What follows belongs to an exercise in optimizing a design on an open flow for small area, a short achievable clock period and few clock cycles per item; a production flow would make more cautious choices. In this exercise RTL edits were held to simulation tests only and were not proved equivalent to the original. Power is estimated from default activity; no workload was simulated.

==> design/flow/config.mk <==
export PLATFORM = sky130hd
export DESIGN_NAME = main
export DESIGN_NICKNAME = main
export VERILOG_FILES = /design/flow/design.v
export SDC_FILE = /design/flow/constraint.sdc
export NUM_CORES = 4
export LEC_CHECK = 0
export CAP_MARGIN = 20
export CORE_MARGIN = 2
export CORE_UTILIZATION = 40
export SLEW_MARGIN = 20
==> design/flow/design.v <==
module main #(
    parameter int MEM_var_28859_28863 = 64,
    parameter int MEM_var_28861_28867 = 32,
    parameter int MEM_var_29020_28863 = 32
) (
    input  logic        clock,
    input  logic        reset,
    input  logic        start_port,
    input  logic [1:0]  S_oe_ram,
    input  logic [1:0]  S_we_ram,
    input  logic [13:0] S_addr_ram,
    input  logic [15:0] S_Wdata_ram,
    input  logic [7:0]  S_data_ram_size,
    output logic        done_port,
    output logic [15:0] Sout_Rdata_ram,
    output logic [1:0]  Sout_DataRdy
);
    localparam int N = MEM_var_29020_28863 / 2;
    localparam logic [6:0] ARR = 7'(MEM_var_28859_28863);
    localparam logic [6:0] SCR = 7'(MEM_var_28861_28867);
    localparam logic [6:0] LAST = 7'(N - 1);
    localparam logic [6:0] HALF = 7'(N / 2);
    localparam bit SKIP = N <= 1;
    typedef enum logic [1:0] {IDLE, MERGE, COPY, DONE} state_t;
    state_t      state_q, state_d;
    logic [7:0]  ram_q [128];
    logic        ph_q;
    logic [6:0]  o_q, i_q, j_q, w_q;
    logic [15:0] left_q;
    logic [1:0]  rdy_q;
    logic [15:0] rdata_q;
    logic [6:0]  wmask, lo, mid, hi, o_nx, rd_addr, wr_addr;
    logic [15:0] rd_data, wr_data;
    logic        take, last_o, blk_end, wr_en;
    logic [1:0]  s_ok, s_rd, s_wr;
    always_comb begin
        wmask   = (w_q << 1) - 7'd1;
        lo      = o_q & ~wmask;
        mid     = lo + w_q;
        hi      = lo + (w_q << 1);
        o_nx    = o_q + 7'd1;
        last_o  = o_q == LAST;
        blk_end = (o_nx & wmask) == 7'd0;
        rd_addr = state_q == COPY ? SCR + (o_q << 1) : ARR + ((ph_q ? j_q : i_q) << 1);
        rd_data = {ram_q[rd_addr + 7'd1], ram_q[rd_addr]};
        take    = (i_q < mid) && ((j_q >= hi) || ($signed(left_q) <= $signed(rd_data)));
        wr_en   = !reset && ((state_q == MERGE && ph_q) || state_q == COPY);
        wr_addr = state_q == COPY ? ARR + (o_q << 1) : SCR + (o_q << 1);
        wr_data = (state_q == COPY || !take) ? rd_data : left_q;
    end
    always_comb begin
        s_ok = '0;
        s_rd = '0;
        s_wr = '0;
        for (int c = 0; c < 2; c++) begin
            s_ok[c] = state_q == IDLE && S_data_ram_size[4*c +: 4] == 4'd8;
            s_rd[c] = s_ok[c] && S_oe_ram[c];
            s_wr[c] = s_ok[c] && S_we_ram[c];
        end
    end
    always_comb begin
        state_d = state_q == IDLE  ? (start_port ? MERGE : IDLE)
                : state_q == MERGE ? (SKIP ? DONE : (ph_q && last_o ? COPY : MERGE))
                : state_q == COPY  ? (last_o ? (w_q == HALF ? DONE : MERGE) : COPY)
                : IDLE;
    end
    always_comb begin
        done_port      = state_q == DONE;
        Sout_DataRdy   = rdy_q;
        Sout_Rdata_ram = rdata_q;
    end
    always_ff @(posedge clock) begin
        if (reset) begin
            state_q <= IDLE;
            ph_q    <= 1'b0;
            o_q     <= '0;
            i_q     <= '0;
            j_q     <= '0;
            w_q     <= '0;
            left_q  <= '0;
        end else begin
            state_q <= state_d;
            if (state_q == IDLE) begin
                w_q  <= 7'd1;
                o_q  <= '0;
                i_q  <= '0;
                j_q  <= 7'd1;
                ph_q <= 1'b0;
            end else if (state_q == MERGE && !ph_q) begin
                left_q <= rd_data;
                ph_q   <= 1'b1;
            end else if (state_q == MERGE) begin
                ph_q <= 1'b0;
                o_q  <= last_o ? 7'd0 : o_nx;
                i_q  <= blk_end ? o_nx : i_q + 7'(take);
                j_q  <= blk_end ? o_nx + w_q : j_q + 7'(!take);
            end else if (state_q == COPY) begin
                o_q <= last_o ? 7'd0 : o_nx;
                if (last_o) begin
                    w_q <= w_q << 1;
                    i_q <= '0;
                    j_q <= w_q << 1;
                end
            end
        end
    end
    always_ff @(posedge clock) begin
        if (reset) begin
            rdy_q   <= '0;
            rdata_q <= '0;
        end else begin
            for (int c = 0; c < 2; c++) begin
                rdy_q[c]         <= s_ok[c] && (S_oe_ram[c] || S_we_ram[c]);
                rdata_q[8*c +: 8] <= s_rd[c] ? ram_q[S_addr_ram[7*c +: 7]] : 8'h00;
            end
        end
    end
    always_ff @(posedge clock) begin
        if (!reset) begin
            if (wr_en) begin
                ram_q[wr_addr]        <= wr_data[7:0];
                ram_q[wr_addr + 7'd1] <= wr_data[15:8];
            end
            for (int c = 0; c < 2; c++)
                if (s_wr[c]) ram_q[S_addr_ram[7*c +: 7]] <= S_Wdata_ram[8*c +: 8];
        end
    end
endmodule
==> design/flow/run.sh <==
#!/bin/bash
# synth_recipe.tcl (not shown) runs the flow's synth.tcl, then flattens the netlist and writes it again
# the make line also repeats each setting of config.mk as NAME=value (left out here)
make -C /OpenROAD-flow-scripts/flow DESIGN_CONFIG=/design/flow/config.mk WORK_HOME=/design/flow/orfs CLKGATE_MAP_FILE= SYNTH_SCRIPT=/design/flow/synth_recipe.tcl finish
==> design/flow/constraint.sdc <==
create_clock -name core_clock -period 9.0 [get_ports {clock}]
set_input_delay 1.8000 -clock core_clock [delete_from_list [all_inputs] [get_ports {clock}]]
set_output_delay 1.8000 -clock core_clock [all_outputs]
set_load 0.01 [all_outputs]
==> key figures, run 1 <==
Pwr
  – Areal power density over the cells: between 100 and 150 nW/µm²
  – Combinational Power Share: 0.158
  – Power dissipated by switching net loads: 3.82 mW
  – Share of total power in the clock network: 0.417
  – Max IR drop VDD: 224 µV
  – Sw Share: 0.287
  – Internal power: 9.46 mW
  – Tot Pwr: 13.3 mW
  – Register share of total power: 0.425
  – Leakage power: 30.0 nW

Logic synthesis
  – Async set-reset flop share out of synthesis: 0
  – Count of cell types in the netlist: 73
  – Simple logic cell fraction of the synthesized area: 0.109
  – Summed instance area of the synthesized netlist: 83700 µm²
  – Post-synthesis register bit count: between 1000 and 1500
  – Compound-cell area share of the yosys netlist: 0.186
  – Synth area leader: sky130_fd_sc_hd__edfxtp_1
  – Cells after synthesis: roughly 8200
  – Sequential area share after synthesis: 0.383
  – Warning count from the yosys run: 1
  – Xor/xnor share of the synthesized area: 0.00356
  – Count of flip-flops with a built-in enable after synthesis: ~1000
  – Ranking of synthesized cells by area: sky130_fd_sc_hd__edfxtp_1 (37%), sky130_fd_sc_hd__mux4_2 (19%), sky130_fd_sc_hd__mux2i_1 (5.3%), sky130_fd_sc_hd__nor2_1 (4.6%), sky130_fd_sc_hd__a21oi_1 (4.0%)
  – Most frequently used flop master after synthesis: sky130_fd_sc_hd__edfxtp_1
  – Syn Nets: roughly 8300
  – Share of cell area taken by muxes after synthesis: 0.251
  – Synth Area in Adders: 0.00856
  – Dominant combinational cell family by area after synthesis: multiplexers
  – Yosys top cell area share: 0.368
  – Syn_area_per_cell: approximately 10 µm²

CTS
  – Post-CTS sizing: 0
  – CTS tree: yes
  – Count of hold-fix buffers inserted at cts: 0
  – Number of sinks on the clock net: 1089
  – CTS max path bufs: 3
  – Clock edge transition at the registers on the reported setup and hold paths: 0.06 ns
  – # H-tree levels: 4
  – Post-CTS Setup Bufs: 0
  – Insertion delay of the later-clocked pin in the worst-skew pair: roughly 0.85 ns
  – CTS Root Buffer Type: sky130_fd_sc_hd__clkbuf_16
  – TritonCTS Buffers: 137

GRT
  – Number of antenna violations at the first check in global routing: a little under 50
  – Total congestion overflow after global routing: 0
  – Wire length of the first global-routing pass: 594000 µm
  – Total routing usage reported by global routing: 0.404
  – Pin count of the biggest net entering global routing: 171
  – Vias in the first global route: just over 70000

STA
  – Largest clock skew in the final design: 0.0360 ns
  – Fin Hold WS: 0.534 ns
  – Fraction of the cycle the final worst path needs: 0.922
  – Setup TNS Final: 0 ns
  – FMAX: 0.120 GHz
  – Worst-Margin Slew: around 1.3 ns
  – Unrepaired setup endpoints after global routing: false
  – Post-layout min period: 8.30 ns
  – Relative slew margins: 0.161
  – Setup-failing EPs final: 0
  – Max Transition Viols Final: 0
  – Final Hold Viols: 0

Worst setup path
  – Kind of end point of the critical path: flop
  – Reg-to-Reg Start: ph_q
  – Slowest cell on the critical path: sky130_fd_sc_hd__o21a_4
  – CP arrival: around 8.8 ns
  – Worst-path maximum fanout: 170
  – Nature of the critical path startpoint: flop
  – Cell Chain, Critical Path: mux2_4 -> o21a_4 -> buf_12 -> mux2i_1 -> mux2i_1 -> o22ai_1 -> buf_4 -> or4_1 -> o2bb2ai_1 -> inv_1 -> ha_1 -> nand4_1 -> or4_1 -> a21o_1 -> nand3_1 -> a211o_4 -> buf_12 -> o21ai_0 -> o21a_1 -> a211oi_1
  – Peak per-stage delay on the critical path: 0.77 ns
  – Critical path origin: ph_q
  – Endpoint required time on the critical path: roughly 9.5 ns
  – Crit Path Category: reg -> reg

Die
  – Core area: roughly 210000 µm²
  – Vertical die dimension: 461 µm
  – Overall die area: 213000 µm²
  – Floorplan row count: roughly 170
  – Horizontal extent of the die: 461 µm
  – Number of top-level pins: 64
  – Initial Util: 0.403

Finish
  – Post-layout instance count excluding filler cells: 10800
  – Post-layout net count: 7992
  – Utilization of the core after routing: 0.446
  – Signed area change from the synthesized netlist to the final layout: 10.6%
  – Fraction of layout cells with a size suffix above 1: 0.210
  – Number of filler instances in the final layout: around 19000

Route
  – Number of vias per cell: ~7.3
  – # DRC: 0
  – DRT iter0 DRCs: about 15000
  – Via total after detailed routing: 79500
  – Routed wire length per instance: 40.7 µm
  – Count of TritonRoute iterations in the first routing pass: 8
  – DRT antenna net count: 0
  – Total length of routed wires: 440000 µm

Place
  – Cell total after placement: 10500
  – Final HPWL DP: 306000 µm
  – Number of buffer cells added on primary ports: 63
  – Last weighted congestion value of the routability-driven placer: ~1.1

Worst hold path
  – Path class of the lowest-slack min-delay path: reg -> reg
  – Hold path startpoint: left_q[3]

Status
  – Outcome: finished clean

Run
  – Total of max-cap violations: 0
==> per-layer routing <==
layer,global-route usage,share of wire
met4,0.289,0.091
met3,0.166,0.16
met5,0.00666,0.00042
met1,0.498,0.34
met2,0.568,0.41
==> sequential cells by signal (all words and copies together), names as in the netlist <==
register and flops:
o_q 7, j_q 7, ram_q 1024, rdata_q 16
w_q 7, ph_q 1, state_q 2, left_q 16
rdy_q 2, i_q 7
==> logic make-up after synthesis <==
kind of cell             after synthesis
flip-flops                          1089
AND/OR/NAND/NOR                     2213
multiplexers                        1195
adder cells (fa/ha/maj)               56
XOR/XNOR                              34
AO/OA/AOI/OAI                       2523
buffers and inverters               1137
==> power groups by stage <==
| stage | sequential [mW] | clock (mW) | combinational [mW] |
|---|---|---|---|
| 2_1_floorplan | 5.74 | 0 | 1.22 |
| 3_3_place_gp | 5.75 | 0 | 1.95 |
| 3_5_place_dp | 5.75 | 0 | 1.99 |
| 4_1_cts | 5.64 | 5.52 | 1.99 |
| 5_1_grt | 5.64 | 5.69 | 2.13 |
| 6_report | 5.64 | 5.54 | 2.09 |
==> cell usage in the layout (no fill, tap or decap), types with 13 or more instances in the layout <==
master	instances
sky130_fd_sc_hd__edfxtp_1	1024
sky130_fd_sc_hd__nor2_1	962
sky130_fd_sc_hd__nand2_1	791
sky130_fd_sc_hd__mux4_2	718
sky130_fd_sc_hd__a21oi_1	674
sky130_fd_sc_hd__o21ai_0	562
sky130_fd_sc_hd__o22ai_1	449
sky130_fd_sc_hd__mux2i_1	440
sky130_fd_sc_hd__buf_4	394
sky130_fd_sc_hd__a211oi_1	330
sky130_fd_sc_hd__o211ai_1	195
sky130_fd_sc_hd__clkbuf_16	142
sky130_fd_sc_hd__inv_1	132
sky130_fd_sc_hd__nor3_1	99
sky130_fd_sc_hd__nor2_2	89
sky130_fd_sc_hd__nand3_1	85
sky130_fd_sc_hd__dfxtp_1	65
sky130_fd_sc_hd__a211oi_2	60
sky130_fd_sc_hd__ha_1	53
sky130_fd_sc_hd__clkdlybuf4s50_1	53
sky130_fd_sc_hd__buf_12	47
sky130_fd_sc_hd__clkbuf_1	40
sky130_fd_sc_hd__diode_2	35
sky130_fd_sc_hd__o221ai_1	33
sky130_fd_sc_hd__mux2_2	31
sky130_fd_sc_hd__o21ai_1	30
sky130_fd_sc_hd__a31oi_1	29
sky130_fd_sc_hd__xnor2_1	23
sky130_fd_sc_hd__clkinv_1	23
sky130_fd_sc_hd__clkinv_2	21
sky130_fd_sc_hd__o21ai_2	18
sky130_fd_sc_hd__nor2_4	17
sky130_fd_sc_hd__o22ai_2	17
sky130_fd_sc_hd__or3_1	16
sky130_fd_sc_hd__and3_1	14
sky130_fd_sc_hd__nor2b_1	13
sky130_fd_sc_hd__nand4_1	13
==> cell type report <==
class / count / area (µm²) / share of cell area
timing repair buffer: 510 / 4610 / 0.0498
clock buffer: 184 / 3730 / 0.0403
clock inverter: 65 / 517 / 0.00558
sequential: 1089 / 32100 / 0.346
antenna: 35 / 87.6 / 0.000946
multi-input combinational: 6021 / 47600 / 0.514
inverter: 132 / 495 / 0.00535
tap: 2788 / 3490 / 0.0377
==> critical path, delay by kind of cell, from the launching register on <==
kind / cells / cell delay (ns)
compound gates: 8 / 2.80
simple gates: 4 / 1.63
buf+inv: 4 / 1.32
mux: 3 / 0.96
flops: 1 / 0.69
fa+ha+maj: 1 / 0.36
==> synth_stat cells (17+ instances only) <==
cell	n
sky130_fd_sc_hd__o211ai_1	195
sky130_fd_sc_hd__nor2_2	41
sky130_fd_sc_hd__nand2_1	798
sky130_fd_sc_hd__a211oi_1	331
sky130_fd_sc_hd__nand2b_1	27
sky130_fd_sc_hd__a21oi_1	675
sky130_fd_sc_hd__mux2i_1	445
sky130_fd_sc_hd__o221ai_1	33
sky130_fd_sc_hd__buf_4	45
sky130_fd_sc_hd__a211oi_2	59
sky130_fd_sc_hd__and2_1	17
sky130_fd_sc_hd__o21ai_0	608
sky130_fd_sc_hd__mux4_2	718
sky130_fd_sc_hd__a31oi_1	29
sky130_fd_sc_hd__ha_1	54
sky130_fd_sc_hd__o22ai_1	470
sky130_fd_sc_hd__xnor2_1	23
sky130_fd_sc_hd__buf_6	25
sky130_fd_sc_hd__edfxtp_1	1024
sky130_fd_sc_hd__mux2_2	31
sky130_fd_sc_hd__inv_1	132
sky130_fd_sc_hd__nand3_1	89
sky130_fd_sc_hd__dfxtp_1	65
sky130_fd_sc_hd__buf_1	83
sky130_fd_sc_hd__nor3_1	102
sky130_fd_sc_hd__nor2_1	1027
sky130_fd_sc_hd__buf_2	163
sky130_fd_sc_hd__clkbuf_1	682
==> worst paths after layout <==
| kind | slack, ns | cells past startpoint | endpoint |
|---|---|---|---|
| setup reg to reg | 0.70 | 20 | ram_q[127][1] |
| hold / removal | 0.53 | 2 | left_q[3] |
| hold reg to reg | 0.53 | 2 | left_q[3] |
| setup / recovery | 0.70 | 20 | ram_q[127][1] |
==> through the flow <==
stage               setup slack (ns)  instance area [µm²]
floorplan                       2.98                83700
global placement               0.575                87700
detailed placement              1.14                87900
CTS                             1.10                92200
global route                   0.575                92500
finish                         0.700                92500
Testbench counts, summed over its fixed seeds: cycles 28,928, sorts 128.
==> inputs of run 2 (changes only) <==
==> design/flow/design.v (replaced) <==
module main #(
    parameter int MEM_var_28859_28863 = 64,
    parameter int MEM_var_28861_28867 = 32,
    parameter int MEM_var_29020_28863 = 32
) (
    input  logic        clock,
    input  logic        reset,
    input  logic        start_port,
    input  logic [1:0]  S_oe_ram,
    input  logic [1:0]  S_we_ram,
    input  logic [13:0] S_addr_ram,
    input  logic [15:0] S_Wdata_ram,
    input  logic [7:0]  S_data_ram_size,
    output logic        done_port,
    output logic [15:0] Sout_Rdata_ram,
    output logic [1:0]  Sout_DataRdy
);
    localparam int N    = MEM_var_29020_28863 / 2;
    localparam int ARR  = MEM_var_28859_28863;
    localparam int BUSY = 7;
    logic [7:0]  ram_q [128];
    logic        busy_q, done_q;
    logic [2:0]  cnt_q;
    logic [1:0]  rdy_q;
    logic [15:0] rdata_q;
    logic        idle, sort_en;
    logic [1:0]  s_ok, s_rd, s_wr;
    logic [15:0] e   [N];
    logic [15:0] l1  [N];
    logic [15:0] l2  [N];
    assign idle    = !busy_q;
    assign sort_en = busy_q || start_port;
    always_comb begin
        for (int c = 0; c < 2; c++) begin
            s_ok[c] = idle && S_data_ram_size[4*c +: 4] == 4'd8;
            s_rd[c] = s_ok[c] && S_oe_ram[c];
            s_wr[c] = s_ok[c] && S_we_ram[c];
        end
    end
    always_comb begin
        for (int k = 0; k < N; k++) e[k] = {ram_q[ARR + 2*k + 1], ram_q[ARR + 2*k]};
        for (int k = 0; k < N; k += 2) begin
            if ($signed(e[k]) > $signed(e[k+1])) begin
                l1[k] = e[k+1]; l1[k+1] = e[k];
            end else begin
                l1[k] = e[k];   l1[k+1] = e[k+1];
            end
        end
        l2[0]   = l1[0];
        l2[N-1] = l1[N-1];
        for (int k = 1; k < N - 1; k += 2) begin
            if ($signed(l1[k]) > $signed(l1[k+1])) begin
                l2[k] = l1[k+1]; l2[k+1] = l1[k];
            end else begin
                l2[k] = l1[k];   l2[k+1] = l1[k+1];
            end
        end
    end
    assign done_port      = done_q;
    assign Sout_DataRdy   = rdy_q;
    assign Sout_Rdata_ram = rdata_q;
    always_ff @(posedge clock) begin
        if (reset) begin
            busy_q <= 1'b0;
            done_q <= 1'b0;
            cnt_q  <= '0;
        end else if (idle) begin
            busy_q <= start_port;
            cnt_q  <= '0;
        end else begin
            cnt_q  <= cnt_q + 3'd1;
            done_q <= cnt_q == 3'(BUSY - 2);
            if (done_q) busy_q <= 1'b0;
        end
    end
    always_ff @(posedge clock) begin
        if (reset) begin
            rdy_q   <= '0;
            rdata_q <= '0;
        end else begin
            for (int c = 0; c < 2; c++) begin
                rdy_q[c]          <= s_ok[c] && (S_oe_ram[c] || S_we_ram[c]);
                rdata_q[8*c +: 8] <= s_rd[c] ? ram_q[S_addr_ram[7*c +: 7]] : 8'h00;
            end
        end
    end
    always_ff @(posedge clock) begin
        if (!reset) begin
            if (sort_en)
                for (int k = 0; k < N; k++) begin
                    ram_q[ARR + 2*k]     <= l2[k][7:0];
                    ram_q[ARR + 2*k + 1] <= l2[k][15:8];
                end
            for (int c = 0; c < 2; c++)
                if (s_wr[c]) ram_q[S_addr_ram[7*c +: 7]] <= S_Wdata_ram[8*c +: 8];
        end
    end
endmodule
==> run 2 against run 1 <==
  * Maximum frequency is 28% higher
  * Critical endpoint is now ram_q[66][5]
  * Still clean on timing, DRC and antenna
  * Clock skew is 0.055 ns higher
  * Via count is 14% lower
  * Final cell count is 19% lower
  * Critical path depth is 5 lower
  * Synthesized cell count is 21% lower
  * Highest routed layer unchanged
  * Routed wire length is 16% lower
  * Flip-flop and latch count is 42 lower
==> key figures, run 2 <==
Finish
  – Flip-flop and latch area: 31200 µm²
  – Commonest non-fill, non-tap cells in the layout: sky130_fd_sc_hd__edfxtp_1 (1024), sky130_fd_sc_hd__mux2_2 (843), sky130_fd_sc_hd__a22oi_1 (737), sky130_fd_sc_hd__nand2_1 (313), sky130_fd_sc_hd__inv_1 (299)
  – Area of all placed cells without fillers: ~78000 µm²
  – Largest register FFs: 1024
  – Top Registers: ram_q x1024, rdata_q x16, cnt_q x3
  – Most common library cell in the layout ignoring fill and taps: sky130_fd_sc_hd__edfxtp_1
  – Signed area change from the synthesized netlist to the final layout: 9.48%
  – Number of filler instances in the final layout: 16600
  – Post-layout net count: between 6000 and 7000
  – Fraction of layout cells with a size suffix above 1: 0.214
  – Multi-input combinational cell area: roughly 37000 µm²
  – Largest register by flop count: ram_q

Worst setup path
  – Reg-to-Reg Start: ram_q[71][7]
  – FF-to-FF path depth: 15
  – Worst setup slack for register-to-register paths: 2.50 ns
  – Endpoint required time on the critical path: 9.55 ns
  – CP arrival: 7.05 ns
  – Destination of the worst register-to-register timing path: ram_q[66][5]
  – Kind of end point of the critical path: flop
  – Crit Path Category: reg -> reg
  – Worst-path maximum fanout: 20
  – Nature of the critical path startpoint: flop

Route
  – DRT antenna net count: 0
  – Via total after detailed routing: approximately 68000
  – Routed wire length per instance: 42.6 µm
  – Number of vias per cell: 7.79
  – Count of TritonRoute iterations in the first routing pass: 12
  – DRT iter0 DRCs: 14600
  – Total length of routed wires: 372000 µm
  – # DRC: 0

Logic synthesis
  – Summed instance area of the synthesized netlist: 71500 µm²
  – Syn Nets: roughly 6800
  – Warning count from the yosys run: 4
  – Most numerous cell types in the synthesized netlist: sky130_fd_sc_hd__edfxtp_1 (1024), sky130_fd_sc_hd__mux2_2 (843), sky130_fd_sc_hd__a22oi_1 (737), sky130_fd_sc_hd__clkbuf_1 (394), sky130_fd_sc_hd__nand2_1 (317)
  – Syn_area_per_cell: around 11 µm²
  – Most numerous cell in the Yosys netlist: sky130_fd_sc_hd__edfxtp_1
  – Async set-reset flop share out of synthesis: 0
  – Post-synthesis register bit count: 1047
  – Yosys top cell area share: 0.430
  – Ranking of synthesized cells by area: sky130_fd_sc_hd__edfxtp_1 (43%), sky130_fd_sc_hd__mux2_2 (13%), sky130_fd_sc_hd__a22oi_1 (7.7%), sky130_fd_sc_hd__ha_1 (4.2%), sky130_fd_sc_hd__mux2i_1 (2.9%)
  – Count of cell types in the netlist: around 110
  – Most frequently used flop master after synthesis: sky130_fd_sc_hd__edfxtp_1
  – Cells after synthesis: 6517
  – Sequential area share after synthesis: 0.436
  – Synth area leader: sky130_fd_sc_hd__edfxtp_1
  – Count of flip-flops with a built-in enable after synthesis: 1024

STA
  – Post-layout min period: 6.50 ns
  – Unrepaired setup endpoints after global routing: false
  – Final Hold Viols: 0
  – Max Transition Viols Final: 0
  – Worst-Margin Slew: 1.36 ns
  – Setup TNS Final: 0 ns
  – Setup-failing EPs final: 0
  – Relative slew margins: 0.0808
  – Largest clock skew in the final design: 0.0913 ns
  – FMAX: 0.154 GHz
  – Fraction of the cycle the final worst path needs: 0.722
  – Worst setup slack after layout: 2.50 ns

CTS
  – Post-CTS sizing: 0
  – # H-tree levels: 3
  – TritonCTS Buffers: 119
  – CTS Root Buffer Type: sky130_fd_sc_hd__clkbuf_16
  – Clock edge transition at the registers on the reported setup and hold paths: 0.06 ns
  – Post-CTS Setup Bufs: 0
  – Insertion delay of the later-clocked pin in the worst-skew pair: 0.86 ns
  – CTS max path bufs: 3
  – CTS tree: yes
  – Count of hold-fix buffers inserted at cts: 0
  – Number of sinks on the clock net: 1047

Status
  – Outcome: finished clean

GRT
  – GRT met3 Usage: 0.186
  – Wire length of the first global-routing pass: 510000 µm
  – Total routing usage reported by global routing: 0.396
  – Global Route met2 Usage: 0.545
  – Number of antenna violations at the first check in global routing: 42
  – Pin count of the biggest net entering global routing: 110
  – Most Crowded Layer GR: met2
  – Total congestion overflow after global routing: 0
  – Vias in the first global route: around 63000
  – GR met1 Demand/Resource: 0.474

Pwr
  – Max IR drop VDD: 330 µV
  – Tot Pwr: 31.7 mW
  – Areal power density over the cells: around 400 nW/µm²
  – Leakage power: around 26 nW

Run
  – Total of max-cap violations: 0

Die
  – Floorplan row count: 155
  – Horizontal extent of the die: 427 µm
  – Vertical die dimension: 427 µm
  – Initial Util: 0.402
  – Core area: 178000 µm²
  – Overall die area: 182000 µm²
  – Number of top-level pins: 64

Worst hold path
  – Hold path startpoint: done_q
  – Path class of the lowest-slack min-delay path: reg -> reg
  – WHS Path Cells: 1
  – Destination of the worst hold path: busy_q

Place
  – Placed inst area: 74100 µm²
  – Number of buffer cells added on primary ports: 63
  – Final HPWL DP: 239000 µm
  – Last weighted congestion value of the routability-driven placer: approximately 1.1
  – Placement Setup Slack: 2.71 ns
## run 2: changes by cell type after synthesis, moves of 194 or more
cell	delta
sky130_fd_sc_hd__mux2_2	+812
sky130_fd_sc_hd__clkbuf_1	-288
sky130_fd_sc_hd__a22oi_1	+729
sky130_fd_sc_hd__o22ai_1	-444
sky130_fd_sc_hd__nand2_1	-481
sky130_fd_sc_hd__a21oi_1	-431
sky130_fd_sc_hd__mux2i_1	-238
sky130_fd_sc_hd__a221oi_1	+194
sky130_fd_sc_hd__a211oi_1	-308
sky130_fd_sc_hd__nor2_1	-844
sky130_fd_sc_hd__o21ai_0	-371
sky130_fd_sc_hd__mux4_2	-702
## run 2: metal layers
metal	vias up	routed length [µm]
li1	25800	-
met1	32900	125000
met2	7123	146000
met3	2112	62600
met4	58	37400
met5	-	460
## run 2: metrics by stage
stage | hold WS (ns) | util | instances
CTS | 0.463 | 0.439 | 8712
global placement | 0.432 | 0.416 | 8486
finish | 0.456 | 0.440 | 8738
floorplan | 0.421 | - | 6517
global route | 0.485 | 0.440 | 8726
detailed placement | 0.454 | 0.416 | 8489
## run 2: final cells by class
cell class,instances,area share
Clock buffer,141,0.0396
Antenna cell,20,0.000639
Timing Repair Buffer,242,0.0271
Multi-Input combinational cell,4549,0.470
Tap cell,2355,0.0376
Sequential cell,1047,0.399
Inverter,302,0.0145
Clock inverter,82,0.0115
## run 2: worst max path at each step
stage	start	endpoint	slack, ns	cells past startpoint
after detailed placement	ram_q[69][7]	ram_q[66][7]	2.71	14
after global routing	ram_q[71][7]	ram_q[66][3]	2.02	15
after global placement	S_data_ram_size[6]	ram_q[47][3]	2.36	6
after CTS	ram_q[71][7]	ram_q[66][5]	2.70	15
final	ram_q[71][7]	ram_q[66][5]	2.50	15
after floorplan	ram_q[84][7]	ram_q[87][5]	4.22	20
## run 2: cell families after synthesis
| logic type | share of synthesized area |
|---|---|
| AOI/OAI and AO/OA | 0.230 |
| xor gates and xnor gates | 0.000245 |
| adders and majority gates | 0.0423 |
| buffers and inverters | 0.0525 |
| DFF | 0.436 |
| muxes | 0.168 |
| and+or+nand+nor | 0.0706 |
## run 2: worst max-delay path, cell delays in order (launching register included)
cell and delay [ns]:
sky130_fd_sc_hd__edfxtp_1 0.49, sky130_fd_sc_hd__inv_1 0.08, sky130_fd_sc_hd__ha_1 0.74, sky130_fd_sc_hd__nand4_1 0.35, sky130_fd_sc_hd__a2111oi_1 0.53, sky130_fd_sc_hd__nor2_1 0.08, sky130_fd_sc_hd__o21ai_1 0.80, sky130_fd_sc_hd__a222oi_1 0.43
sky130_fd_sc_hd__ha_1 0.46, sky130_fd_sc_hd__nand4_1 0.14, sky130_fd_sc_hd__or2_1 0.28, sky130_fd_sc_hd__a211o_1 0.29, sky130_fd_sc_hd__and4_4 0.16, sky130_fd_sc_hd__nor3_1 0.64, sky130_fd_sc_hd__nor2_1 0.33, sky130_fd_sc_hd__a221o_1 0.43
## run 2: report_power, final
part           switching (mW)  internal (mW)  leakage [nW]
sequential               1.57           7.31          9.53
combinational            10.8           6.84          15.0
clock                    2.28           2.91          1.94
Testbench counts of run 2, summed over its fixed seeds: cycles 5,120, sorts 128.

==> separate check: timing with driven ports <==
The results above use ideal ports. As a check the final layouts listed here were re-extracted and re-timed, cells and wires unchanged.
Step 1 assumes that a clkbuf_16 drives the clock port and a buf_2 every other input.
Step 2, shift: input delay + t, output delay - t, t = (earliest + latest rising clock arrival at the registers) / 2. This alone moves slack from input paths to output paths.
Three values: ideal, step 1, step 2; two values: the first two.
| run | t (ns) | setup slack, ns | clock arrival spread, ns | worst data-port slew with drivers (ns) |
|---|---|---|---|---|
| run 1 | 0.914 | 0.700 / 0.700 / 0.700 | 0.036 / 0.036 | 0.08 |
| run 2 | 0.913 | 2.498 / 2.498 / 2.394 | 0.097 / 0.097 | 0.13 |
After both steps setup and hold are still met in every run listed. For run 2, which loses most, drivers alone change the setup slack by 0.000 ns; drivers and shift together by -0.104 ns.
